From an optimization exercise on the open Yosys and OpenROAD flow, aimed at small area; shortcuts taken in it are not production practice. The RTL was checked by simulation tests, not by an equivalence proof against the original design. Power figures rest on the tool's default switching activity, not on a simulated workload.

==> design.v <==
module cluster_centroid_n #(
  parameter int IMG_WIDTH    = 640,
  parameter int IMG_HEIGHT   = 480,
  parameter int NUM_CLUSTERS = 3,
  parameter int COLOR_W      = 12,
  parameter int DIST_THRESH  = 64,
  parameter int MIN_COUNT    = 4,
  localparam int XW = $clog2(IMG_WIDTH),
  localparam int YW = $clog2(IMG_HEIGHT),
  localparam int IW = (NUM_CLUSTERS > 1) ? $clog2(NUM_CLUSTERS) : 1
) (
  input  logic                         clk,
  input  logic                         rst,
  input  logic signed [COLOR_W-1:0]    pixel_r,
  input  logic signed [COLOR_W-1:0]    pixel_g,
  input  logic signed [COLOR_W-1:0]    pixel_b,
  input  logic                         pixel_valid,
  input  logic [XW-1:0]                x,
  input  logic [YW-1:0]                y,
  input  logic                         ref_wr_en,
  input  logic [IW-1:0]                ref_wr_idx,
  input  logic signed [COLOR_W-1:0]    ref_wr_r,
  input  logic signed [COLOR_W-1:0]    ref_wr_g,
  input  logic signed [COLOR_W-1:0]    ref_wr_b,
  output logic [NUM_CLUSTERS*XW-1:0]   centroid_x,
  output logic [NUM_CLUSTERS*YW-1:0]   centroid_y,
  output logic [NUM_CLUSTERS-1:0]      found,
  output logic                         frame_done,
  output logic                         busy,
  output logic                         overrun
);
  localparam int CW    = $clog2(IMG_WIDTH * IMG_HEIGHT + 1);
  localparam int SUM_W = $clog2(IMG_WIDTH * IMG_WIDTH * IMG_HEIGHT);
  localparam int SW    = $clog2(2 * NUM_CLUSTERS + 1);
  localparam int BW    = $clog2(SUM_W);
  localparam int NDIV  = 2 * NUM_CLUSTERS;
  localparam int CH_W  = NDIV * SUM_W;            
  localparam logic [SW-1:0] LOAD_SEL = SW'(NDIV);
  localparam logic [BW-1:0] LAST_BIT = BW'(SUM_W - 1);
  function automatic logic [7:0] chan_dist(
    input logic [COLOR_W-1:0] a,
    input logic [COLOR_W-1:0] b
  );
    logic [6:0] u;
    logic [5:0] xu;
    logic c, cx, x0, x1, xm1, hz, hm;
    c = 1'b0;
    for (int i = 0; i < 7; i++) begin
      logic ai;
      ai = ~a[i];
      u[i] = ai ^ b[i] ^ c;
      c = (ai & b[i]) | (ai & c) | (b[i] & c);
    end
    cx = 1'b0;
    for (int i = 0; i < 6; i++) begin
      logic ai, bi;
      ai = ~a[i > 4 ? COLOR_W-1 : 7 + i];
      bi = b[i > 4 ? COLOR_W-1 : 7 + i];
      xu[i] = ai ^ bi ^ cx;
      cx = (ai & bi) | (ai & cx) | (bi & cx);
    end
    x0  = xu == '1;
    x1  = xu == 6'b111110;
    xm1 = xu == '0;
    hz  = c ? x1 : x0;    
    hm  = c ? x0 : xm1;   
    chan_dist = {(hz && (u[6] || u[5:0] == '1)) || (hm && !u[6]), ~u[6], u[5:0] ^ {6{u[6]}}};
  endfunction
  logic signed [COLOR_W-1:0] r_ref_r [NUM_CLUSTERS];
  logic signed [COLOR_W-1:0] r_ref_g [NUM_CLUSTERS];
  logic signed [COLOR_W-1:0] r_ref_b [NUM_CLUSTERS];
  logic [7:0]              w_d  [NUM_CLUSTERS];
  logic [NUM_CLUSTERS-1:0] w_in;
  logic [NUM_CLUSTERS-1:0] w_cls;
  logic [NUM_CLUSTERS-1:0] r_hit;
  logic                    r_eof, r_s2_eof;
  logic [XW-1:0]           r_x;
  logic [YW-1:0]           r_y;
  localparam int SCW = $clog2(NDIV * SUM_W + 3);
  logic             r_frz;
  logic [CW-1:0]    r_cnt [NUM_CLUSTERS];
  logic [SCW-1:0]   r_scnt [NUM_CLUSTERS];
  logic [SCW-1:0]   w_fin_scnt [NUM_CLUSTERS];
  logic [SUM_W-1:0] r_sx  [NUM_CLUSTERS];
  logic [SUM_W-1:0] r_sy  [NUM_CLUSTERS];
  logic [CW-1:0]    w_fin_cnt [NUM_CLUSTERS];
  logic [SUM_W-1:0] w_fin_sx  [NUM_CLUSTERS];
  logic [SUM_W-1:0] w_fin_sy  [NUM_CLUSTERS];
  logic [CH_W:0]    r_ch;
  logic [CH_W-1:0]  w_ch_load;
  logic             r_busy;
  logic [SW-1:0]    r_sel;
  logic [BW-1:0]    r_bit;
  logic [CW-1:0]    r_rem;
  logic             w_load, w_div, w_last, w_idle_nx, w_snap, w_ge;
  logic [CW-1:0]    w_divisor;
  logic [CW:0]      w_rem_sh;
  logic [CW-1:0]    w_rem_nx;
  logic [NUM_CLUSTERS*XW-1:0] r_centroid_x;
  logic [NUM_CLUSTERS*YW-1:0] r_centroid_y;
  logic [NUM_CLUSTERS-1:0]    r_found;
  logic                       r_frame_done, r_overrun;
  always_ff @(posedge clk) begin
    if (rst) begin
      for (int k = 0; k < NUM_CLUSTERS; k++) begin
        r_ref_r[k] <= COLOR_W'(50  + 450 * k);
        r_ref_g[k] <= COLOR_W'(100 + 450 * k);
        r_ref_b[k] <= COLOR_W'(150 + 450 * k);
      end
    end else begin
      for (int k = 0; k < NUM_CLUSTERS; k++) begin
        if (ref_wr_en && ref_wr_idx == IW'(k)) begin
          r_ref_r[k] <= ref_wr_r;
          r_ref_g[k] <= ref_wr_g;
          r_ref_b[k] <= ref_wr_b;
        end
      end
    end
  end
  always_comb begin
    for (int k = 0; k < NUM_CLUSTERS; k++) begin
      logic [7:0] dr, dg, db;
      dr = chan_dist(pixel_r, r_ref_r[k]);
      dg = chan_dist(pixel_g, r_ref_g[k]);
      db = chan_dist(pixel_b, r_ref_b[k]);
      w_d[k]  = 8'(dr[5:0]) + 8'(dg[5:0]) + 8'(db[5:0]) + 8'(dr[6]) + 8'(dg[6]) + 8'(db[6]);
      w_in[k] = dr[7] && dg[7] && db[7] && w_d[k] <= 8'(DIST_THRESH);
    end
  end
  always_comb begin
    logic le01, le02, le12;
    le01 = w_d[0][6:0] <= w_d[1][6:0];
    le02 = w_d[0][6:0] <= w_d[2][6:0];
    le12 = w_d[1][6:0] <= w_d[2][6:0];
    w_cls[0] = w_in[0] && (!w_in[1] || le01) && (!w_in[2] || le02);
    w_cls[1] = w_in[1] && !(w_in[0] && le01) && (!w_in[2] || le12);
    w_cls[2] = w_in[2] && !(w_in[0] && le02) && !(w_in[1] && le12);
  end
  always_ff @(posedge clk) begin
    r_hit    <= (rst || !pixel_valid) ? '0 : w_cls;
    r_eof    <= !rst && pixel_valid && x == XW'(IMG_WIDTH - 1) && y == YW'(IMG_HEIGHT - 1);
    r_s2_eof <= !rst && r_eof;
    r_x      <= x;
    r_y      <= y;
  end
  function automatic logic [SUM_W-1:0] acc_add(
    input logic [SUM_W-1:0] acc,
    input logic [XW-1:0]    v
  );
    logic [SUM_W-1:0] r;
    logic c;
    c = 1'b0;
    for (int i = 0; i < XW; i++) begin
      r[i] = acc[i] ^ v[i] ^ c;
      c = (acc[i] & v[i]) | (acc[i] & c) | (v[i] & c);
    end
    for (int i = XW; i < SUM_W; i++) begin
      if (i == (XW + SUM_W) / 2) c = c & (&acc[(XW + SUM_W) / 2 - 1:XW]);
      r[i] = acc[i] ^ c;
      if (i != (XW + SUM_W) / 2 - 1) c = acc[i] & c;
    end
    acc_add = r;
  endfunction
  always_comb begin
    for (int k = 0; k < NUM_CLUSTERS; k++) begin
      logic c;
      c = r_hit[k] && !r_frz;
      for (int i = 0; i < CW; i++) begin
        w_fin_cnt[k][i] = r_cnt[k][i] ^ c;
        c = r_cnt[k][i] & c;
      end
      c = r_hit[k] && r_frz;
      for (int i = 0; i < SCW; i++) begin
        w_fin_scnt[k][i] = r_scnt[k][i] ^ c;
        c = r_scnt[k][i] & c;
      end
      w_fin_sx[k] = acc_add(r_sx[k], r_hit[k] ? r_x : '0);
      w_fin_sy[k] = acc_add(r_sy[k], r_hit[k] ? XW'(r_y) : '0);
    end
  end
  always_ff @(posedge clk) begin
    r_frz <= !rst && (w_snap || (r_frz && !w_load));
    for (int k = 0; k < NUM_CLUSTERS; k++) begin
      if (rst || r_eof) begin
        r_sx[k]  <= '0;
        r_sy[k]  <= '0;
      end else begin
        r_sx[k]  <= w_fin_sx[k];
        r_sy[k]  <= w_fin_sy[k];
      end
      if (rst)         r_cnt[k] <= '0;
      else if (w_load) r_cnt[k] <= CW'(w_fin_scnt[k]);
      else             r_cnt[k] <= w_fin_cnt[k];
      if (rst || r_eof || w_load) r_scnt[k] <= '0;
      else                        r_scnt[k] <= w_fin_scnt[k];
    end
  end
  assign w_load    = r_busy && r_sel == LOAD_SEL;
  assign w_div     = r_busy && !w_load;
  assign w_last    = r_bit == LAST_BIT;
  assign w_idle_nx = (!r_busy && !r_s2_eof) || w_load;
  assign w_snap    = r_eof && w_idle_nx;
  always_comb begin
    for (int k = 0; k < NUM_CLUSTERS; k++) begin
      w_ch_load[CH_W - (2*k+1)*SUM_W +: SUM_W] = w_fin_sx[k];
      w_ch_load[CH_W - (2*k+2)*SUM_W +: SUM_W] = w_fin_sy[k];
    end
  end
  always_comb begin
    logic [CW:0] nd, diff, d0, d1;
    logic c, c0, c1;
    w_divisor = r_cnt[r_sel >> 1];
    w_rem_sh  = {r_rem, r_ch[CH_W]};
    nd = ~{1'b0, w_divisor};
    c  = 1'b1;
    for (int i = 0; i < CW/2; i++) begin
      diff[i] = w_rem_sh[i] ^ nd[i] ^ c;
      c = (w_rem_sh[i] & nd[i]) | (w_rem_sh[i] & c) | (nd[i] & c);
    end
    c0 = 1'b0;
    c1 = 1'b1;
    for (int i = CW/2; i <= CW; i++) begin
      d0[i] = w_rem_sh[i] ^ nd[i] ^ c0;
      c0 = (w_rem_sh[i] & nd[i]) | (w_rem_sh[i] & c0) | (nd[i] & c0);
      d1[i] = w_rem_sh[i] ^ nd[i] ^ c1;
      c1 = (w_rem_sh[i] & nd[i]) | (w_rem_sh[i] & c1) | (nd[i] & c1);
    end
    for (int i = CW/2; i <= CW; i++) diff[i] = c ? d1[i] : d0[i];
    d0[CW/2-1:0] = '0;
    d1[CW/2-1:0] = '0;
    w_ge     = c ? c1 : c0;
    w_rem_nx = w_ge ? diff[CW-1:0] : w_rem_sh[CW-1:0];
  end
  always_ff @(posedge clk) begin
    r_ch[CH_W] <= r_ch[CH_W-1];
    if (w_snap) r_ch[CH_W-1:0] <= w_ch_load;
    else        r_ch[CH_W-1:0] <= {r_ch[CH_W-2:0], w_ge};
    r_rem <= (!w_div || w_last) ? '0 : w_rem_nx;
  end
  always_ff @(posedge clk) begin
    if (rst) begin
      r_busy       <= 1'b0;
      r_sel        <= '0;
      r_bit        <= '0;
      r_frame_done <= 1'b0;
      r_overrun    <= 1'b0;
      r_found      <= '0;
      r_centroid_x <= '0;
      r_centroid_y <= '0;
    end else begin
      r_frame_done <= w_load;
      if (r_s2_eof && r_busy) r_overrun <= 1'b1;
      if (!r_busy) begin
        if (r_s2_eof) begin
          r_busy <= 1'b1;
          r_sel  <= '0;
          r_bit  <= '0;
        end
      end else if (w_load) begin
        r_busy <= 1'b0;
        for (int k = 0; k < NUM_CLUSTERS; k++) begin
          r_found[k] <= r_cnt[k] >= CW'(MIN_COUNT);
          if (r_cnt[k] >= CW'(MIN_COUNT)) begin
            r_centroid_x[k*XW +: XW] <= r_ch[CH_W - (2*k+1)*SUM_W +: XW];
            r_centroid_y[k*YW +: YW] <= r_ch[CH_W - (2*k+2)*SUM_W +: YW];
          end
        end
      end else if (w_last) begin
        r_bit <= '0;
        r_sel <= r_sel + SW'(1);
      end else begin
        r_bit <= r_bit + BW'(1);
      end
    end
  end
  assign centroid_x = r_centroid_x;
  assign centroid_y = r_centroid_y;
  assign found      = r_found;
  assign frame_done = r_frame_done;
  assign busy       = r_busy;
  assign overrun    = r_overrun;
endmodule
==> flow/run.sh <==
#!/bin/bash
# The standard layout, with the smallest buffer on the input and output ports.
set -euo pipefail
export BUFFER_PORTS_ARGS="-buffer_cell sky130_fd_sc_hd__buf_1"
bash standard.sh > flow_make.log 2>&1
==> standard.sh <==
#!/bin/bash
# synth_recipe.tcl (not shown) runs the flow's synth.tcl, then flattens the netlist and writes it again
# the make line also repeats each setting of config.mk as NAME=value (left out here)
make -C /OpenROAD-flow-scripts/flow DESIGN_CONFIG=/design/flow/config.mk WORK_HOME=/design/flow/orfs CLKGATE_MAP_FILE= SYNTH_SCRIPT=/design/flow/synth_recipe.tcl "${@:-finish}"
==> config.mk <==
export PLATFORM = sky130hd
export DESIGN_NAME = cluster_centroid_n
export DESIGN_NICKNAME = cluster_centroid_n
export VERILOG_FILES = /design/flow/design.v
export SDC_FILE = /design/flow/constraint.sdc
export NUM_CORES = 4
export LEC_CHECK = 0
export CAP_MARGIN = 20
export CORE_MARGIN = 2
export CORE_UTILIZATION = 60
export CTS_CLUSTER_DIAMETER = 90
export CTS_CLUSTER_SIZE = 26
export GPL_TIMING_DRIVEN = 0
export SLEW_MARGIN = 20
==> constraint.sdc <==
create_clock -name core_clock -period 8.0 [get_ports {clk}]
set_input_delay 1.6000 -clock core_clock [delete_from_list [all_inputs] [get_ports {clk}]]
set_output_delay 1.6000 -clock core_clock [all_outputs]
set_load 0.01 [all_outputs]
==> flow_summary_export.csv, run 1 <==
group,metric,value,unit
status,run_status,"finished clean",
synthesis,synthDistinctLibCells,73,
sta,skew,26.6,ps
synthesis,yosysWarningCount,13,
sta,finalCriticalPeriod,7810,ps
critical_path,start_kind,"input pin",
critical_path,crit_required,8470,ps
sta,tns,0,ps
finish,final-seq-area,12800,um2
global_routing,overflow,0,
sta,maxSlewHeadroom,25.0,%
route,wire_per_inst,20.1,um
global_routing,grt_pass1_vias,21800,
sta,finalCritPeriodShare,97.6,%
power_and_ir_drop,ir_drop,0.386,mV
critical_path,critPathCaptureType,"flip-flop",
die,core_area,50200,um2
synthesis,synthArstFlopShare,0,%
clocking,path_clk_slew,100,ps
run,maxCapViolations,0,
finish,drive_gt1_share,10.7,%
finish,antenna_cells,0,
route,drc_errors,0,
finish,fin_util,66.4,%
synthesis,yosysSeqAreaShare,42.0,%
synthesis,syn_area,30500,um2
route,wl_met3,4080,um
clocking,numCtsBuffers,34,
global_routing,grt_pass1_wl,118000,um
global_routing,grt_max_degree,27,
critical_path,crit_path_frequent_cell,"fa_1",
power_and_ir_drop,power_density,279,nW/um2
route,met2_length,36300,um
placed_design,hpwl,59300,um
finish,final_common_cell,"dfxtp_1",
critical_path,worst-setup-path-type,"in -> reg",
die,die_w,230,um
clocking,cts_root_buf,"clkbuf_16",
power_and_ir_drop,leakagePower,0.0150,uW
route,routed_via_density,5.57,
sta,setup_violations,0,
sta,fmax,0.128,GHz
sta,hold_slack,345,ps
clocking,cts_num_sinks,641,
critical_path,worstPathArrival,8280,ps
critical_path,cp_slowest_stage_delay,480,ps
power_and_ir_drop,power,9300,uW
die,rows,82,
route,first_iter_violations,1227,
finish,postLayoutCellArea,33300,um2
synthesis,synth_area_leaders,"dfxtp_1 (42%), ha_1 (11%), fa_1 (11%)",
clocking,cts-hold-fix-buffers,0,
clocking,cts_buffer_depth,3,
synthesis,ys_ff_latch,641,
hold_path,holdCritPathClass,"reg -> reg",
clocking,cts_tree,"done",
critical_path,cp_max_fo,9,
route,dr.pass1.iters,5,
die,pin_count,160,
synthesis,synth_top_cell_by_area,"dfxtp_1",
synthesis,syn-mean-instance-area,10.7,um2
clocking,cts_max_level,2,
finish,multi_input_area,16800,um2
die,die_h,230,um
finish,layout_common_cells,"dfxtp_1 (638), nand2_1 (290), ha_1 (270)",
sta,rsz0062_at_grt,"yes",
finish,nFillCells,4068,
global_routing,grt_antenna_before_repair,0,
die,dieArea,52700,um2
sta,hold_viol_final,0,
route,postRouteWirelength,75200,um
die,start_util,60.9,%
synthesis,synth_top_cell_area_share,42.0,%
sta,drv_slew,0,
global_routing,grt_usage,28.7,%
route,vias,20900,
synthesis,synth-edff-count,0,
critical_path,cpLargestDelayFamily,"adder cells",
placed_design,portBuffers,159,
placed_design,dpl_cell_area,32000,um2
placed_design,finalWeightedCongestion,0.933,
route,top_layer_used,"met4",
sta,worst_pin_slew,1120,ps
critical_path,cp_num_buf_inv,6,
synthesis,synthCells,2866,
critical_path,cpMaxStageDelayCell,"fa_1",
clocking,insertion_delay,590,ps
finish,synthToLayoutAreaGrowth,9.13,%
route,ant_nets,0,
finish,layout.nets,3597,
route,drt-met1-wl,31600,um
synthesis,ys.flop_type,"dfxtp_1",
[sequential cells by signal, indices dropped and copies added (netlist names), 3 cells and up]
signal        cells
r_scnt           24
r_ref_r          36
r_ref_b          36
r_sx             84
r_x              10
r_sel             3
r_ref_g          36
r_cnt            57
r_centroid_x     30
r_y               9
r_ch            169
r_found           3
r_sy             84
r_rem            19
r_hit             3
r_centroid_y     27
r_bit             5
[path summary, 6_finish.rpt]
kind | startpoint | to | slack (ps) | cells after the start
hold reg to reg | r_ch[167] | r_ch[168] | 340 | 0
setup / recovery | pixel_b[0] | r_hit[1] | 190 | 28
hold / removal | r_ch[167] | r_ch[168] | 340 | 0
setup reg to reg | r_hit[1] | r_ch[110] | 280 | 33
[stage by stage]
stage	cells	worst slack, ps
2_1_floorplan	2866	115
3_3_place_gp	3697	-781
3_5_place_dp	3697	-932
4_1_cts	3744	11.8
5_1_grt	3744	-44.4
6_report	3744	190
[cell usage after synthesis, drive strengths merged, types with 13 or more instances]
| master | instances |
|---|---|
| a211oi | 17 |
| a21oi | 131 |
| a221o | 18 |
| and2 | 263 |
| buf | 32 |
| clkbuf | 97 |
| dfxtp | 641 |
| fa | 167 |
| ha | 272 |
| inv | 160 |
| mux2 | 153 |
| mux2i | 74 |
| nand2 | 290 |
| nand3 | 13 |
| nand3b | 40 |
| nand4 | 23 |
| nor2 | 139 |
| nor3 | 21 |
| nor4 | 17 |
| o21ai | 53 |
| xnor2 | 75 |
| xor2 | 20 |
[final cells by class]
cell class                      instances  share of cell area, %
Tap cell                              672                   2.52
Inverter                              160                   1.80
Timing Repair Buffer                  164                   1.90
Multi-Input combinational cell       1936                   50.4
Clock buffer                           38                   2.69
Sequential cell                       641                   38.5
Clock inverter                          9                  0.413
Buffer                                124                   1.72
[routing by layer]
layer	global-route usage (%)	up-vias
li1	-	9973
met1	35.7	10200
met2	49.7	522
met4	11.7	0
met3	4.83	155
met5	0	-
[kinds of logic after synthesis]
group | Yosys count | synth area share [%]
flops | 641 | 42.0
simple gates | 873 | 14.8
xor+xnor | 95 | 2.72
mux | 227 | 8.06
compound gates | 299 | 6.44
buf+inv | 289 | 3.78
fa+ha+maj | 442 | 22.2
[report_power, final]
| group | internal, uW | switching [uW] | leakage [uW] | total (uW) |
|---|---|---|---|---|
| clock network | 862 | 1080 | 0.000503 | 1950 |
| logic | 1730 | 2370 | 0.00926 | 4100 |
| registers | 3220 | 23.0 | 0.00519 | 3250 |
| total | 5820 | 3480 | 0.0150 | 9300 |
[repair_timing]
item / in CTS / in global routing
setup endpoints to repair: 46 / 32
cloned: 0 / 0
gates resized for setup: 43 / 50
pin swaps: 3 / 17
buffers inserted: 3 / 2
==> run 2, diff against run 1 <==
--- a/config.mk
+++ b/config.mk
@@ -12,3 +12,4 @@
 export CTS_CLUSTER_SIZE = 26
 export GPL_TIMING_DRIVEN = 0
+export PLACE_DENSITY = 0.8
 export SLEW_MARGIN = 20
==> flow_summary_export.csv, run 2 <==
group,metric,value,unit
finish,fin_util,66.2,%
sta,maxSlewHeadroom,37.7,%
die,die_h,230,um
critical_path,cp_slowest_stage_delay,660,ps
die,die_w,230,um
route,dr.pass1.iters,5,
finish,top_regs,"r_ch (169), r_sx (84), r_sy (84)",
synthesis,synthArstFlopShare,0,%
critical_path,critPathCaptureType,"flip-flop",
sta,finalCriticalPeriod,7740,ps
critical_path,start_kind,"input pin",
critical_path,worstPathArrival,8280,ps
sta,drv_slew,0,
sta,worst_slack,260,ps
route,ant_nets,0,
finish,regMostFlops,"r_ch",
synthesis,yosysWarningCount,13,
global_routing,overflow,0,
synthesis,synthCells,2866,
synthesis,synth_top_cell_by_area,"dfxtp_1",
finish,layout_common_cells,"dfxtp_1 (638), nand2_1 (290), ha_1 (270)",
synthesis,synth-edff-count,0,
die,pin_count,160,
placed_design,portBuffers,159,
critical_path,crit_path_frequent_cell,"fa_1",
critical_path,cp_max_fo,5,
die,start_util,60.9,%
synthesis,syn_area,30500,um2
route,drc_errors,0,
hold_path,holdCritPathClass,"reg -> reg",
clocking,cts_tree,"done",
route,first_iter_violations,1415,
clocking,cts_buffer_depth,3,
clocking,cts_num_sinks,641,
clocking,numCtsBuffers,31,
sta,setup_violations,0,
synthesis,synth_area_leaders,"dfxtp_1 (42%), ha_1 (11%), fa_1 (11%)",
synthesis,yosysSeqAreaShare,42.0,%
finish,multi_input_area,16800,um2
route,vias,20900,
global_routing,grt_pass1_vias,21600,
critical_path,crit_required,8540,ps
global_routing,grt_antenna_before_repair,1,
finish,antenna_cells,0,
sta,fmax,0.129,GHz
finish,finalNonFillerCells,3746,
global_routing,grt_usage,28.0,%
critical_path,cpMaxStageDelayCell,"fa_2",
placed_design,hpwl,57000,um
finish,layout.nets,3598,
die,rows,82,
synthesis,synth_most_common_cell,"dfxtp_1",
clocking,path_clk_slew,110,ps
route,wire_per_inst,19.5,um
power_and_ir_drop,leakagePower,0.0149,uW
power_and_ir_drop,power_density,270,nW/um2
status,run_status,"finished clean",
die,dieArea,52700,um2
placed_design,finalWeightedCongestion,1.01,
power_and_ir_drop,ir_drop,0.387,mV
clocking,cts_max_level,1,
sta,hold_slack,375,ps
critical_path,cp_num_buf_inv,6,
synthesis,synth_common_cells,"dfxtp_1 (641), nand2_1 (290), ha_1 (272), and2_1 (263), fa_1 (167)",
finish,nFillCells,3836,
route,routed_via_density,5.59,
critical_path,worst-setup-path-type,"in -> reg",
finish,synthToLayoutAreaGrowth,8.79,%
sta,skew,34.9,ps
global_routing,grt_pass1_wl,117000,um
placed_design,dpl.cell_count,3697,
synthesis,synth_top_cell_area_share,42.0,%
synthesis,syn-mean-instance-area,10.7,um2
clocking,insertion_delay,650,ps
critical_path,cpLargestDelayFamily,"adder cells",
synthesis,ys_ff_latch,641,
finish,final_common_cell,"dfxtp_1",
synthesis,ys.flop_type,"dfxtp_1",
finish,drive_gt1_share,10.8,%
sta,hold_viol_final,0,
route,postRouteWirelength,73100,um
clocking,cts_root_buf,"clkbuf_16",
run,maxCapViolations,0,
placed_design,place_ws,-833,ps
sta,worst_pin_slew,925,ps
sta,finalCritPeriodShare,96.7,%
power_and_ir_drop,power,8970,uW
finish,largest_reg_flops,169,
finish,final-seq-area,12800,um2
synthesis,synthDistinctLibCells,73,
global_routing,grt_max_degree,27,
die,core_area,50200,um2
[run 2: worst register-to-register path, delay by kind of cell, from the launching register on]
kind	cells	cell delay, ps
simple gates	3	310
flops	1	360
mux	1	260
fa+ha+maj	26	6430
buf+inv	3	290
[run 2: kinds of logic (layout without fill, tap and decap cells)]
group	Yosys count	count (layout)	share of synthesized area, %
AND/OR/NAND/NOR	873	873	14.8
flip-flops	641	641	42.0
adder cells (fa/ha/maj)	442	442	22.2
AO/OA/AOI/OAI	299	299	6.44
buffers and inverters	289	497	3.78
multiplexers	227	227	8.06
XOR/XNOR	95	95	2.72
[run 2: repair_timing]
action / CTS / global route
gates cloned: 0 / 0
setup endpoints to repair: 42 / 33
hold buffers: 0 / 0
buffers inserted: 2 / 7
resized for setup: 34 / 53
hold endpoints to repair: 0 / 0
pin swaps: 1 / 20
[run 2: per-stage QoR]
stage / area, um2 / TNS [ps]
floorplan: 30500 / 0
global placement: 32000 / -8820
detailed placement: 32000 / -12000
CTS: 33000 / 0
global route: 33200 / -62.1
finish: 33200 / 0
[run 2: layer usage]
layer  track usage [%]  vias to the layer above  routed length (um)
met2              48.7                      589               35200
met3              4.64                      154                4530
met5                 0                        -                   0
li1                  -                     9970                   -
met4              8.26                        0                2650
met1              35.7                    10200               30800
[run 2: final timing paths]
| kind | depth (start not counted) | startpoint | slack [ps] | endpoint |
|---|---|---|---|---|
| worst max-delay path | 27 | pixel_b[0] | 260 | r_hit[1] |
| worst min-delay path | 0 | r_ch[167] | 370 | r_ch[168] |
| worst max register to register | 33 | r_hit[1] | 270 | r_ch[110] |
| worst min register to register | 0 | r_ch[167] | 370 | r_ch[168] |
[run 2: power breakdown]
group          switching [uW]  internal [uW]
logic                    2210           1710
registers                24.7           3220
clock network            1070            728
[run 2: final cells by class]
class	instances	share of cell area (%)
sequential	641	38.6
multi-input combinational	1936	50.5
tap	672	2.53
clock inverter	13	0.410
buffer	124	1.74
clock buffer	32	2.35
timing repair buffer	168	2.04
inverter	160	1.81
==> run 3, diff against run 2 <==
==> flow/run.sh (replaced) <==
#!/bin/bash
# The standard synthesis; then each 2:1 multiplexer cell is rewritten as
# the smaller AND-OR cell of the same function (see muxopt.py); then the standard flow's
# standard layout, with the smallest buffer on the ports.
# Every tool writes its full output to a log file in this folder.
set -euo pipefail
export BUFFER_PORTS_ARGS="-buffer_cell sky130_fd_sc_hd__buf_1"
R="$PWD/orfs/results/${FLOW_PLATFORM}/cluster_centroid_n/base"
bash standard.sh "$R/1_2_yosys.v" > flow_synth.log 2>&1
python3 flow/muxopt.py "$R/1_2_yosys.v" "$R/1_2_yosys.mux.v" > flow_muxopt.log 2>&1
mv "$R/1_2_yosys.mux.v" "$R/1_2_yosys.v"
bash standard.sh > flow_make.log 2>&1
==> flow/muxopt.py (new file) <==
#!/usr/bin/env python3
"""Rewrite a flat gate netlist (Yosys write_verilog of sky130hd cells): each
2:1 multiplexer cell becomes an AND-OR cell of the same function, which is
smaller: mux2 (X = S ? A1 : A0) -> a22o (X = S&A1 | ~S&A0), mux2i -> a22oi.
One inverter per select net gives ~S."""
import re, sys

src = open(sys.argv[1]).read()
out_path = sys.argv[2]
m = re.search(r'^module\s+(\S+)\s*\((.*?)\);', src, re.S | re.M)
body_start = m.end()
end_idx = src.rindex('endmodule')
header = src[:body_start]
body = src[body_start:end_idx]
decl_re = re.compile(r'^\s*(input|output|wire|inout)\b[^;]*;', re.M)
cell_re = re.compile(r'^\s*(sky130_fd_sc_hd__\w+)\s+(\S+)\s*\((.*?)\);', re.S | re.M)
pin_re = re.compile(r'\.(\w+)\(\s*(.*?)\s*\)\s*(?:,|$)', re.S)
decls = [d.group(0) for d in decl_re.finditer(body)]
cells = []
for c in cell_re.finditer(body):
    pins = [(p, n.strip()) for p, n in pin_re.findall(c.group(3) + ',')]
    cells.append([c.group(1), c.group(2), pins])
rest = cell_re.sub('', decl_re.sub('', body)).strip()
if rest:
    sys.exit('unexpected netlist content: ' + rest[:200])

def net(n):
    return n + (' ' if n.startswith('\\') else '')

nsel = {}
new_decls, new_cells, lines = [], [], []
count = 0
for t, n, pins in cells:
    mm = re.match(r'sky130_fd_sc_hd__(mux2i?)_\d+$', t)
    if mm:
        d = dict(pins)
        s = d['S']
        if s.startswith("1'"):
            mm = None
    if mm:
        if s not in nsel:
            k = len(nsel) + 1
            nsel[s] = f'_muxopt_nsel{k}_'
            new_decls.append(f'  wire {nsel[s]};')
            new_cells.append(f'  sky130_fd_sc_hd__inv_1 _muxopt_inv{k}_ (\n    .A({net(s)}),\n    .Y({nsel[s]})\n  );')
        inv = mm.group(1) == 'mux2i'
        newt = 'sky130_fd_sc_hd__a22oi_1' if inv else 'sky130_fd_sc_hd__a22o_1'
        outp = 'Y' if inv else 'X'
        lines.append(f'  {newt} {n} (\n    .A1({net(s)}),\n    .A2({net(d["A1"])}),\n    .B1({nsel[s]}),\n    .B2({net(d["A0"])}),\n    .{outp}({net(d[outp])})\n  );')
        count += 1
        continue
    ps = [f'    .{p}({net(x)})' for p, x in pins]
    lines.append(f'  {t} {n} (\n' + ',\n'.join(ps) + '\n  );')
print(f'multiplexers rewritten: {count}, select inverters: {len(nsel)}', file=sys.stderr)
with open(out_path, 'w') as f:
    f.write(header + '\n' + '\n'.join(decls) + '\n' + '\n'.join(new_decls) + '\n' + '\n'.join(lines) + '\n' + '\n'.join(new_cells) + '\nendmodule\n')
--- a/config.mk
+++ b/config.mk
@@ -12,4 +12,3 @@
 export CTS_CLUSTER_SIZE = 26
 export GPL_TIMING_DRIVEN = 0
-export PLACE_DENSITY = 0.8
 export SLEW_MARGIN = 20
==> flow_summary_export.csv, run 3 <==
group,metric,value,unit
status,run_status,"finished clean",
clocking,cts-hold-fix-buffers,0,
finish,multi_input_area,16300,um2
power_and_ir_drop,leakagePower,0.0143,uW
critical_path,cpLargestDelayFamily,"adder cells",
route,ant_nets,0,
finish,regMostFlops,"r_ch",
finish,layout_common_cells,"dfxtp_1 (638), nand2_1 (290), ha_1 (268)",
finish,fin_util,65.7,%
finish,drive_gt1_share,5.56,%
critical_path,cp_slowest_stage_delay,710,ps
die,start_util,60.4,%
die,dieArea,52000,um2
clocking,cts_max_level,1,
critical_path,worstReg2RegStart,"r_hit[0]",
run,maxCapViolations,0,
power_and_ir_drop,ir_drop,0.474,mV
finish,synthToLayoutAreaGrowth,8.83,%
synthesis,syn-mean-instance-area,10.4,um2
placed_design,place_ws,-869,ps
route,dr.pass1.iters,5,
hold_path,holdCritPathClass,"reg -> reg",
route,wire_per_inst,20.6,um
synthesis,syn_area,30100,um2
global_routing,grt_max_degree,27,
sta,finalCritPeriodShare,97.2,%
route,postRouteWirelength,77500,um
sta,maxSlewHeadroom,27.3,%
finish,final_common_cell,"dfxtp_1",
route,first_iter_violations,1338,
sta,drv_slew,0,
sta,hold_viol_final,0,
sta,setup_violations,0,
finish,top_regs,"r_ch (169), r_sx (84), r_sy (84)",
die,pin_count,160,
power_and_ir_drop,power_density,276,nW/um2
finish,antenna_cells,0,
global_routing,overflow,0,
route,routed_via_density,5.73,
global_routing,grt_antenna_before_repair,1,
global_routing,grt_pass1_wl,122000,um
sta,fmax,0.129,GHz
critical_path,critPathCaptureType,"flip-flop",
sta,skew,28.3,ps
finish,final-seq-area,12800,um2
finish,largest_reg_flops,169,
critical_path,crit_path_frequent_cell,"fa_1",
clocking,cts_num_sinks,641,
finish,layout.nets,3626,
sta,worst_slack,225,ps
critical_path,worst-setup-path-type,"in -> reg",
placed_design,hpwl,60800,um
die,rows,82,
placed_design,finalWeightedCongestion,0.989,
clocking,path_clk_slew,100,ps
synthesis,synthCells,2897,
die,core_area,49900,um2
die,die_w,228,um
route,vias,21600,
critical_path,cp_num_buf_inv,5,
clocking,cts_tree,"done",
critical_path,crit_required,8510,ps
synthesis,yosysWarningCount,13,
critical_path,worstSetupStartpoint,"pixel_b[0]",
clocking,cts_buffer_depth,3,
clocking,cts_root_buf,"clkbuf_16",
placed_design,portBuffers,159,
die,die_h,228,um
clocking,insertion_delay,610,ps
sta,finalCriticalPeriod,7780,ps
clocking,numCtsBuffers,31,
finish,nFillCells,4132,
global_routing,grt_pass1_vias,22000,
critical_path,start_kind,"input pin",
route,drc_errors,0,
sta,worst_pin_slew,1090,ps
hold_path,hp-start,"r_ch[167]",
critical_path,cp_max_fo,7,
global_routing,grt_usage,29.8,%
critical_path,worstPathArrival,8290,ps
sta,tns,0,ps
critical_path,cpMaxStageDelayCell,"fa_2",
sta,hold_slack,337,ps
==> run 3: path summary, 6_finish.rpt <==
path / end / slack [ps] / cells after the start
max: r_hit[1] / 220 / 26
min: r_ch[168] / 340 / 0
max reg2reg: r_ch[167] / 330 / 34
min reg2reg: r_ch[168] / 340 / 0
==> run 3: cell type report <==
class / instances / area share (%)
repair buffers: 165 / 1.96
clock inverters: 7 / 0.317
well taps: 672 / 2.57
plain buffers: 124 / 1.72
flip-flops and latches: 641 / 39.2
inverters: 191 / 2.19
clock buffers: 32 / 2.41
multi-input cells: 1936 / 49.6
==> run 3: metrics by stage <==
step / total power, uW / std cells / area, um2
5_1_grt: 9680 / 3768 / 32800
3_5_place_dp: 7000 / 3728 / 31500
4_1_cts: 8770 / 3765 / 32500
6_report: 9040 / 3768 / 32800
3_3_place_gp: 6820 / 3728 / 31500
2_1_floorplan: 6090 / 2897 / 30100
==> run 3: power breakdown <==
| part | leakage, uW | internal (uW) | total, uW | switching, uW |
|---|---|---|---|---|
| Combinational | 0.00869 | 1760 | 4000 | 2230 |
| Sequential | 0.00519 | 3220 | 3250 | 26.9 |
| Clock | 0.000433 | 732 | 1790 | 1050 |
| Total | 0.0143 | 5720 | 9040 | 3310 |
==> run 3: metal layers <==
| metal | share of wire [%] | GRT usage, % | vias up |
|---|---|---|---|
| met4 | 3.8 | 10.4 | 2 |
| met1 | 43 | 38.8 | 10700 |
| met3 | 4.9 | 3.62 | 147 |
| li1 | - | - | 10200 |
| met2 | 48 | 51.4 | 515 |
| met5 | 0.017 | 0 | - |
==> run 3: what timing repair did <==
item,CTS,global route
pin swaps,5,16
gates cloned,0,0
gates resized for setup,31,63
buffers inserted,0,6
endpoints found under the setup margin,37,34
==> run 4, diff against run 3 <==
--- a/design.v
+++ b/design.v
@@ -78,5 +78,5 @@
   logic [YW-1:0]           r_y;
   localparam int SCW = $clog2(NDIV * SUM_W + 3);
-  logic             r_frz;
+  logic             w_frz;
   logic [CW-1:0]    r_cnt [NUM_CLUSTERS];
   logic [SCW-1:0]   r_scnt [NUM_CLUSTERS];
@@ -102,18 +102,14 @@
   logic                       r_frame_done, r_overrun;
   always_ff @(posedge clk) begin
-    if (rst) begin
-      for (int k = 0; k < NUM_CLUSTERS; k++) begin
-        r_ref_r[k] <= COLOR_W'(50  + 450 * k);
-        r_ref_g[k] <= COLOR_W'(100 + 450 * k);
-        r_ref_b[k] <= COLOR_W'(150 + 450 * k);
-      end
-    end else begin
-      for (int k = 0; k < NUM_CLUSTERS; k++) begin
-        if (ref_wr_en && ref_wr_idx == IW'(k)) begin
-          r_ref_r[k] <= ref_wr_r;
-          r_ref_g[k] <= ref_wr_g;
-          r_ref_b[k] <= ref_wr_b;
-        end
-      end
+    for (int k = 0; k < NUM_CLUSTERS; k++) begin
+      logic ld, hold;
+      ld   = ref_wr_en && ref_wr_idx == IW'(k) && !rst;
+      hold = !ld && !rst;
+      r_ref_r[k] <= (ref_wr_r & {COLOR_W{ld}}) | (r_ref_r[k] & {COLOR_W{hold}})
+                  | (COLOR_W'(50  + 450 * k) & {COLOR_W{rst}});
+      r_ref_g[k] <= (ref_wr_g & {COLOR_W{ld}}) | (r_ref_g[k] & {COLOR_W{hold}})
+                  | (COLOR_W'(100 + 450 * k) & {COLOR_W{rst}});
+      r_ref_b[k] <= (ref_wr_b & {COLOR_W{ld}}) | (r_ref_b[k] & {COLOR_W{hold}})
+                  | (COLOR_W'(150 + 450 * k) & {COLOR_W{rst}});
     end
   end
@@ -149,5 +145,5 @@
   );
     logic [SUM_W-1:0] r;
-    logic c;
+    logic c, c_lo;
     c = 1'b0;
     for (int i = 0; i < XW; i++) begin
@@ -155,6 +151,7 @@
       c = (acc[i] & v[i]) | (acc[i] & c) | (v[i] & c);
     end
+    c_lo = c;
     for (int i = XW; i < SUM_W; i++) begin
-      if (i == (XW + SUM_W) / 2) c = c & (&acc[(XW + SUM_W) / 2 - 1:XW]);
+      if (i == (XW + SUM_W) / 2) c = c_lo & (&acc[(XW + SUM_W) / 2 - 1:XW]);
       r[i] = acc[i] ^ c;
       if (i != (XW + SUM_W) / 2 - 1) c = acc[i] & c;
@@ -165,10 +162,10 @@
     for (int k = 0; k < NUM_CLUSTERS; k++) begin
       logic c;
-      c = r_hit[k] && !r_frz;
+      c = r_hit[k] && !w_frz;
       for (int i = 0; i < CW; i++) begin
         w_fin_cnt[k][i] = r_cnt[k][i] ^ c;
         c = r_cnt[k][i] & c;
       end
-      c = r_hit[k] && r_frz;
+      c = r_hit[k] && w_frz;
       for (int i = 0; i < SCW; i++) begin
         w_fin_scnt[k][i] = r_scnt[k][i] ^ c;
@@ -180,5 +177,4 @@
   end
   always_ff @(posedge clk) begin
-    r_frz <= !rst && (w_snap || (r_frz && !w_load));
     for (int k = 0; k < NUM_CLUSTERS; k++) begin
       if (rst || r_eof) begin
@@ -196,4 +192,5 @@
     end
   end
+  assign w_frz = r_busy || r_s2_eof;
   assign w_load    = r_busy && r_sel == LOAD_SEL;
   assign w_div     = r_busy && !w_load;
@@ -210,5 +207,5 @@
     logic [CW:0] nd, diff, d0, d1;
     logic c, c0, c1;
-    w_divisor = r_cnt[r_sel >> 1];
+    w_divisor = r_cnt[r_sel[SW-1] ? NUM_CLUSTERS-1 : int'(r_sel[SW-2])];
     w_rem_sh  = {r_rem, r_ch[CH_W]};
     nd = ~{1'b0, w_divisor};
@@ -230,5 +227,6 @@
     d1[CW/2-1:0] = '0;
     w_ge     = c ? c1 : c0;
-    w_rem_nx = w_ge ? diff[CW-1:0] : w_rem_sh[CW-1:0];
+    w_rem_nx = (diff[CW-1:0] & {CW{w_ge && w_div && !w_last}})
+             | (w_rem_sh[CW-1:0] & {CW{!w_ge && w_div && !w_last}});
   end
   always_ff @(posedge clk) begin
@@ -236,5 +234,5 @@
     if (w_snap) r_ch[CH_W-1:0] <= w_ch_load;
     else        r_ch[CH_W-1:0] <= {r_ch[CH_W-2:0], w_ge};
-    r_rem <= (!w_div || w_last) ? '0 : w_rem_nx;
+    r_rem <= w_rem_nx;
   end
   always_ff @(posedge clk) begin
==> flow/run.sh (replaced) <==
#!/bin/bash
# The standard synthesis; then each 2:1 multiplexer cell of the gate
# netlist becomes the smaller AND-OR cell of the same function (muxopt.py),
# keeping its function and its registers; then the standard layout, with
# the smallest buffer on the ports and power recovery (downsizing gates off
# the critical paths) after global routing.
# Every tool writes its full output to a log file in this folder.
set -euo pipefail
export BUFFER_PORTS_ARGS="-buffer_cell sky130_fd_sc_hd__buf_1"
export RECOVER_POWER=100
R="$PWD/orfs/results/${FLOW_PLATFORM}/cluster_centroid_n/base"
bash standard.sh "$R/1_2_yosys.v" > flow_synth.log 2>&1
cp "$R/1_2_yosys.v" "$R/1_2_yosys.std.v"
python3 flow/muxopt.py "$R/1_2_yosys.std.v" "$R/1_2_yosys.mux.v" > flow_muxopt.log 2>&1
mv "$R/1_2_yosys.mux.v" "$R/1_2_yosys.v"
bash standard.sh > flow_make.log 2>&1
--- a/config.mk
+++ b/config.mk
@@ -6,9 +6,9 @@
 export NUM_CORES = 4
 export LEC_CHECK = 0
-export CAP_MARGIN = 20
+export CAP_MARGIN = 30
 export CORE_MARGIN = 2
-export CORE_UTILIZATION = 60
+export CORE_UTILIZATION = 70
 export CTS_CLUSTER_DIAMETER = 90
 export CTS_CLUSTER_SIZE = 26
 export GPL_TIMING_DRIVEN = 0
-export SLEW_MARGIN = 20
+export SLEW_MARGIN = 30
==> flow_summary_export.csv, run 4 <==
group,metric,value,unit
status,run_status,"finished clean",
critical_path,cp_slowest_stage_delay,680,ps
clocking,post_cts_buffers,0,
critical_path,crit_path_frequent_cell,"fa_1",
hold_path,hp-start,"r_ch[167]",
placed_design,hpwl,54100,um
global_routing,grt_pass1_wl,112000,um
power_and_ir_drop,p_int,5370,uW
global_routing,grt_usage,32.4,%
critical_path,start_kind,"input pin",
clocking,cts_root_buf,"clkbuf_16",
clocking,cts_tree,"done",
sta,rsz0062_at_grt,"no",
finish,top_regs,"r_ch (169), r_sx (84), r_sy (84)",
power_and_ir_drop,power_frac_seq,38.0,%
finish,fin_util,75.6,%
global_routing,overflow,0,
route,routed_via_density,6.01,
critical_path,cp_cell_sequence,"buf_1 -> inv_1 -> ha_1 -> fa_1 -> fa_1 -> fa_1 -> fa_1 -> fa_1 -> inv_1 -> fa_1 -> xnor2_2 -> fa_1 -> ha_1 -> ha_1 -> a211oi_1 -> o21bai_1 -> a21oi_1 -> xnor2_1 -> or4_1 -> a221oi_2 -> o21ai_0 -> and4_1",
critical_path,cpMaxStageDelayCell,"fa_1",
finish,largest_reg_flops,169,
critical_path,worstReg2RegStart,"r_sel[2]",
route,dr.pass1.iters,6,
critical_path,cpLargestDelayFamily,"adder cells",
placed_design,portBuffers,158,
power_and_ir_drop,ir_drop,0.453,mV
finish,synthToLayoutAreaGrowth,7.21,%
finish,finalNonFillerCells,3452,
finish,drive_gt1_share,2.54,%
synthesis,syn_area,29400,um2
sta,tns,0,ps
global_routing,grt_pass1_vias,21100,
sta,hold_slack,350,ps
power_and_ir_drop,leakagePower,0.0139,uW
finish,layout.nets,3444,
critical_path,r2r_cells,23,
die,core_area,41800,um2
global_routing,grt_max_degree,27,
route,postRouteWirelength,70100,um
hold_path,holdCritPathClass,"reg -> reg",
sta,drv_slew,0,
die,dieArea,43700,um2
sta,setup_violations,0,
finish,layout_common_cells,"dfxtp_1 (640), ha_1 (270), a22o_1 (216)",
sta,skew,31.1,ps
run,maxCapViolations,0,
clocking,insertion_delay,640,ps
critical_path,worstSetupStartpoint,"pixel_b[0]",
placed_design,finalWeightedCongestion,0.934,
power_and_ir_drop,p_clk_share,19.8,%
sta,finalCritPeriodShare,98.5,%
critical_path,crit_required,8500,ps
power_and_ir_drop,combPwrFrac,42.2,%
synthesis,syn-mean-instance-area,10.8,um2
power_and_ir_drop,power_density,270,nW/um2
clocking,cts_max_level,1,
die,die_h,209,um
finish,regMostFlops,"r_ch",
hold_path,holdPathStages,0,
sta,finalCriticalPeriod,7880,ps
critical_path,worstPathArrival,8390,ps
critical_path,cp_max_fo,9,
route,first_iter_violations,1463,
route,drc_errors,0,
critical_path,worst-setup-path-type,"in -> reg",
critical_path,r2r_end,"r_rem[14]",
finish,final_common_cell,"dfxtp_1",
finish,antenna_cells,0,
sta,fmax,0.127,GHz
clocking,cts_buffer_depth,3,
die,start_util,70.5,%
finish,nFillCells,2989,
power_and_ir_drop,power,8520,uW
hold_path,hold_end,"r_ch[168]",
clocking,numCtsBuffers,29,
power_and_ir_drop,swShare,36.9,%
sta,worst_pin_slew,1400,ps
power_and_ir_drop,switching_power,3150,uW
route,wire_per_inst,20.3,um
sta,maxSlewHeadroom,6.01,%
critical_path,cp_num_buf_inv,3,
clocking,cts_num_sinks,640,
placed_design,dpl.cell_count,3422,
die,pin_count,160,
die,rows,75,
critical_path,critPathCaptureType,"flip-flop",
sta,hold_viol_final,0,
route,vias,20800,
die,die_w,209,um
synthesis,synthCells,2725,
route,ant_nets,0,
clocking,path_clk_slew,100,ps
global_routing,grt_antenna_before_repair,2,
synthesis,yosysWarningCount,13,
critical_path,ff2ff_setup_slack,490,ps
[run 4: cell type report]
| type | instances | area [um2] | area share [%] |
|---|---|---|---|
| inverter | 172 | 646 | 2.05 |
| buffer | 110 | 450 | 1.43 |
| sequential | 640 | 12800 | 40.6 |
| timing repair buffer | 158 | 593 | 1.88 |
| clock inverter | 5 | 63.8 | 0.202 |
| multi-input combinational | 1799 | 15600 | 49.4 |
| clock buffer | 29 | 726 | 2.30 |
| tap | 539 | 674 | 2.14 |
[run 4: timing repair]
| item | in CTS | in global routing |
|---|---|---|
| hold buffers | 0 | 0 |
| pin swaps | 0 | 1 |
| endpoints found under the setup margin | 3 | 12 |
| gates resized for setup | 7 | 9 |
[run 4: worst register-to-register path, delay by kind of cell (launching register included)]
family | cells | cell delay [ps]
adder cells (fa/ha/maj) | 9 | 3640
flip-flops | 1 | 330
AO/OA/AOI/OAI | 6 | 1240
buffers and inverters | 6 | 1770
AND/OR/NAND/NOR | 2 | 390
[run 4: per-stage QoR]
stage	instance area, um2	worst slack [ps]
after floorplan	29400	299
after global placement	30700	-857
after detailed placement	30700	-951
after CTS	31600	2.29
after global routing	31600	1.08
final	31600	116
[run 4: power groups by stage]
| stage | Sequential (uW) | Clock, uW | Combinational, uW |
|---|---|---|---|
| 2_1_floorplan | 3310 | 0 | 2500 |
| 3_3_place_gp | 3310 | 0 | 3210 |
| 3_5_place_dp | 3310 | 0 | 3330 |
| 4_1_cts | 3240 | 1700 | 3450 |
| 5_1_grt | 3240 | 1800 | 3980 |
| 6_report | 3240 | 1680 | 3590 |
[run 4: layer usage]
metal / global-route usage [%] / part of all wire [%] / wire (um)
met2: 53.6 / 46 / 32500
met3: 4.54 / 6.5 / 4530
met5: 0 / 0.019 / 13
met4: 10.7 / 3.1 / 2160
met1: 44.3 / 44 / 30900
[run 4: worst max-delay path by stage]
stage,end,slack (ps),cells after the start
floorplan,r_hit[2],300,25
global placement,r_hit[2],-860,27
detailed placement,r_hit[2],-950,27
CTS,r_hit[0],2,24
global route,r_hit[0],1,22
finish,r_hit[1],120,22
==> run 5, diff against run 4 <==
--- a/flow/run.sh
+++ b/flow/run.sh
@@ -9,4 +9,5 @@
 export BUFFER_PORTS_ARGS="-buffer_cell sky130_fd_sc_hd__buf_1"
 export RECOVER_POWER=100
+export REMOVE_ABC_BUFFERS=1
 R="$PWD/orfs/results/${FLOW_PLATFORM}/cluster_centroid_n/base"
 bash standard.sh "$R/1_2_yosys.v" > flow_synth.log 2>&1
==> flow_summary_export.csv, run 5 <==
group,metric,value,unit
critical_path,crit_required,8490,ps
finish,synthToLayoutAreaGrowth,6.54,%
sta,setup_violations,0,
clocking,cts_max_level,1,
clocking,cts_num_sinks,640,
power_and_ir_drop,combPwrFrac,40.8,%
clocking,cts_buffer_depth,3,
global_routing,grt_max_degree,62,
die,die_w,209,um
sta,finalCriticalPeriod,7770,ps
sta,finalCritPeriodShare,97.1,%
global_routing,grt_pass1_vias,20700,
critical_path,worstReg2RegStart,"r_sel[2]",
power_and_ir_drop,power,8430,uW
die,start_util,70.5,%
hold_path,hp-start,"r_ch[167]",
global_routing,grt_pass1_wl,107000,um
finish,layout.nets,3370,
clocking,path_clk_slew,90,ps
power_and_ir_drop,ir_drop,0.425,mV
route,ant_nets,0,
synthesis,syn_area,29400,um2
global_routing,grt_antenna_before_repair,4,
power_and_ir_drop,leakagePower,0.0138,uW
critical_path,cpMaxStageDelayCell,"fa_1",
run,maxCapViolations,6,
die,dieArea,43700,um2
route,wire_per_inst,19.4,um
route,routed_via_density,5.98,
sta,drv_slew,239,
placed_design,portBuffers,159,
clocking,numCtsBuffers,31,
route,drc_errors,0,
finish,fin_util,75.1,%
clocking,cts-hold-fix-buffers,0,
critical_path,r2r_end,"r_rem[12]",
placed_design,hpwl,50100,um
critical_path,crit_path_frequent_cell,"fa_1",
die,core_area,41800,um2
critical_path,critPathCaptureType,"flip-flop",
finish,final_common_cell,"dfxtp_1",
die,die_h,209,um
power_and_ir_drop,switching_power,3040,uW
critical_path,start_kind,"input pin",
critical_path,ff2ff_setup_slack,720,ps
clocking,cts_root_buf,"clkbuf_16",
finish,nFillCells,2923,
route,first_iter_violations,1568,
finish,regMostFlops,"r_ch",
power_and_ir_drop,p_int,5390,uW
route,dr.pass1.iters,5,
global_routing,gr-usage-met2,50.4,%
die,pin_count,160,
hold_path,hold_end,"r_ch[168]",
global_routing,globalRoute.busiestLayer,"met2",
sta,maxSlewHeadroom,-83.9,%
synthesis,yosysWarningCount,13,
critical_path,cp_max_fo,9,
finish,layout_common_cells,"dfxtp_1 (639), ha_1 (270), a22o_1 (216)",
sta,worst_pin_slew,2760,ps
sta,hold_slack,338,ps
finish,drive_gt1_share,2.57,%
route,vias,20200,
power_and_ir_drop,p_clk_share,20.8,%
hold_path,holdPathStages,0,
clocking,cts_tree,"done",
synthesis,syn-mean-instance-area,10.8,um2
global_routing,grt.met3_usage,4.12,%
hold_path,holdCritPathClass,"reg -> reg",
power_and_ir_drop,power_frac_seq,38.4,%
status,violations,"capacitance limit, slew limit",
critical_path,r2r_cells,18,
synthesis,synthCells,2725,
global_routing,met1_usage,41.8,%
critical_path,cp_cell_sequence,"buf_1 -> inv_1 -> ha_1 -> fa_1 -> fa_1 -> fa_1 -> fa_1 -> fa_1 -> inv_1 -> fa_1 -> xnor2_1 -> fa_1 -> ha_1 -> inv_1 -> fa_1 -> nor2b_1 -> o21ai_1 -> a21o_1 -> a211oi_2 -> a31oi_1 -> a2111oi_0 -> or3b_1 -> o2111a_1",
clocking,insertion_delay,620,ps
sta,hold_viol_final,0,
sta,skew,29.0,ps
power_and_ir_drop,swShare,36.1,%
die,rows,75,
global_routing,grt_usage,30.2,%
critical_path,cp_slowest_stage_delay,600,ps
global_routing,overflow,0,
critical_path,worst-setup-path-type,"in -> reg",
sta,fmax,0.129,GHz
route,postRouteWirelength,65600,um
power_and_ir_drop,power_density,269,nW/um2
critical_path,worstSetupStartpoint,"pixel_b[0]",
critical_path,worstPathArrival,8260,ps
placed_design,finalWeightedCongestion,0.896,
finish,largest_reg_flops,169,
status,run_status,"failed layout checks",
finish,top_regs,"r_ch (169), r_sx (84), r_sy (84)",
[run 5: power by group through the flow]
stage                     clock network, uW  logic, uW  registers (uW)
after floorplan                           0       2490            3310
after global placement                    0       3130            3310
after detailed placement                  0       3310            3310
after CTS                              1790       3340            3240
after global routing                   1890       3890            3240
final                                  1750       3440            3240
[run 5: through the flow]
step / instance area, um2 / setup WS, ps / TNS (ps) / instances
after floorplan: 29000 / 405 / 0 / 2611
after global placement: 30200 / -6880 / -1279690 / 3309
after detailed placement: 30900 / -693 / -1740 / 3342
after CTS: 31800 / 43.9 / 0 / 3382
after global routing: 31400 / -44.4 / -44.4 / 3383
final: 31400 / 231 / 0 / 3384
[run 5: layout make-up]
class | instances | area [um2] | area share (%)
Clock buffer | 32 | 779 | 2.48
Inverter | 172 | 646 | 2.06
Timing Repair Buffer | 192 | 753 | 2.40
Multi-Input combinational cell | 1799 | 15600 | 49.7
Antenna cell | 2 | 5.00 | 0.0160
Sequential cell | 640 | 12800 | 40.8
Tap cell | 539 | 674 | 2.15
Clock inverter | 8 | 113 | 0.359
[run 5: worst max path at each step]
stage | end | slack (ps) | cells past startpoint
CTS | r_hit[1] | 40 | 22
global route | r_hit[2] | -40 | 26
detailed placement | r_hit[1] | -690 | 22
global placement | r_sy[1][3] | -6880 | 3
floorplan | r_hit[2] | 410 | 24
finish | r_hit[0] | 230 | 23
[run 5: layer usage]
| layer | share of wire (%) | vias up | wire (um) |
|---|---|---|---|
| met5 | 0.049 | - | 32 |
| met4 | 2.9 | 4 | 1870 |
| met3 | 5.3 | 119 | 3460 |
| met2 | 47 | 518 | 31000 |
| met1 | 45 | 9944 | 29300 |
| li1 | - | 9645 | - |
[run 5: worst max-delay path, delay by kind of cell]
family	cells	cell delay (ps)
and+or+nand+nor	2	550
xor gates and xnor gates	1	360
AOI/OAI and AO/OA	6	1410
buffers and inverters	4	420
adders and majority gates	10	3890
[run 5: timing repair]
item,CTS,global route
buffers inserted,0,0
gates resized for setup,1,11
setup endpoints to repair,1,4

-- afterwards: timing with drivers on the ports --
No port has a modelled driver above. Below, the same layouts with a new extraction and two added sets of constraints. Step 1 sets driving cells, clkbuf_16 on the clock port and buf_2 on the other inputs (assumed; they add their load-dependent delay and slew). Step 2 adds t to the input delays and takes it off the output delays; t is the mean of the earliest and latest rising clock arrival at the registers after step 1. Input paths then give back, and output paths get back, about the clock's delay inside the block. Slacks: ideal / step 1 / step 2; pairs: ideal / step 1.
run | t, ns | setup WS [ns] | latest minus earliest clock arrival (ns) | worst register clock-pin slew, ns | pins driven straight from the clock port
run 1 | 0.629 | 0.190 / 0.224 / -0.405 | 0.047 / 0.046 | 0.10 / 0.10 | 1
run 2 | 0.690 | 0.260 / 0.271 / -0.393 | 0.041 / 0.040 | 0.11 / 0.11 | 1
run 3 | 0.664 | 0.225 / 0.264 / -0.400 | 0.032 / 0.032 | 0.11 / 0.11 | 1
run 4 | 0.678 | 0.116 / 0.153 / -0.525 | 0.033 / 0.033 | 0.11 / 0.11 | 1
run 5 | 0.667 | 0.231 / 0.270 / -0.397 | 0.031 / 0.031 | 0.10 / 0.10 | 1
The setup slack of run 2, which loses most, moves by +0.011 ns with the drivers and by -0.653 ns with both steps.
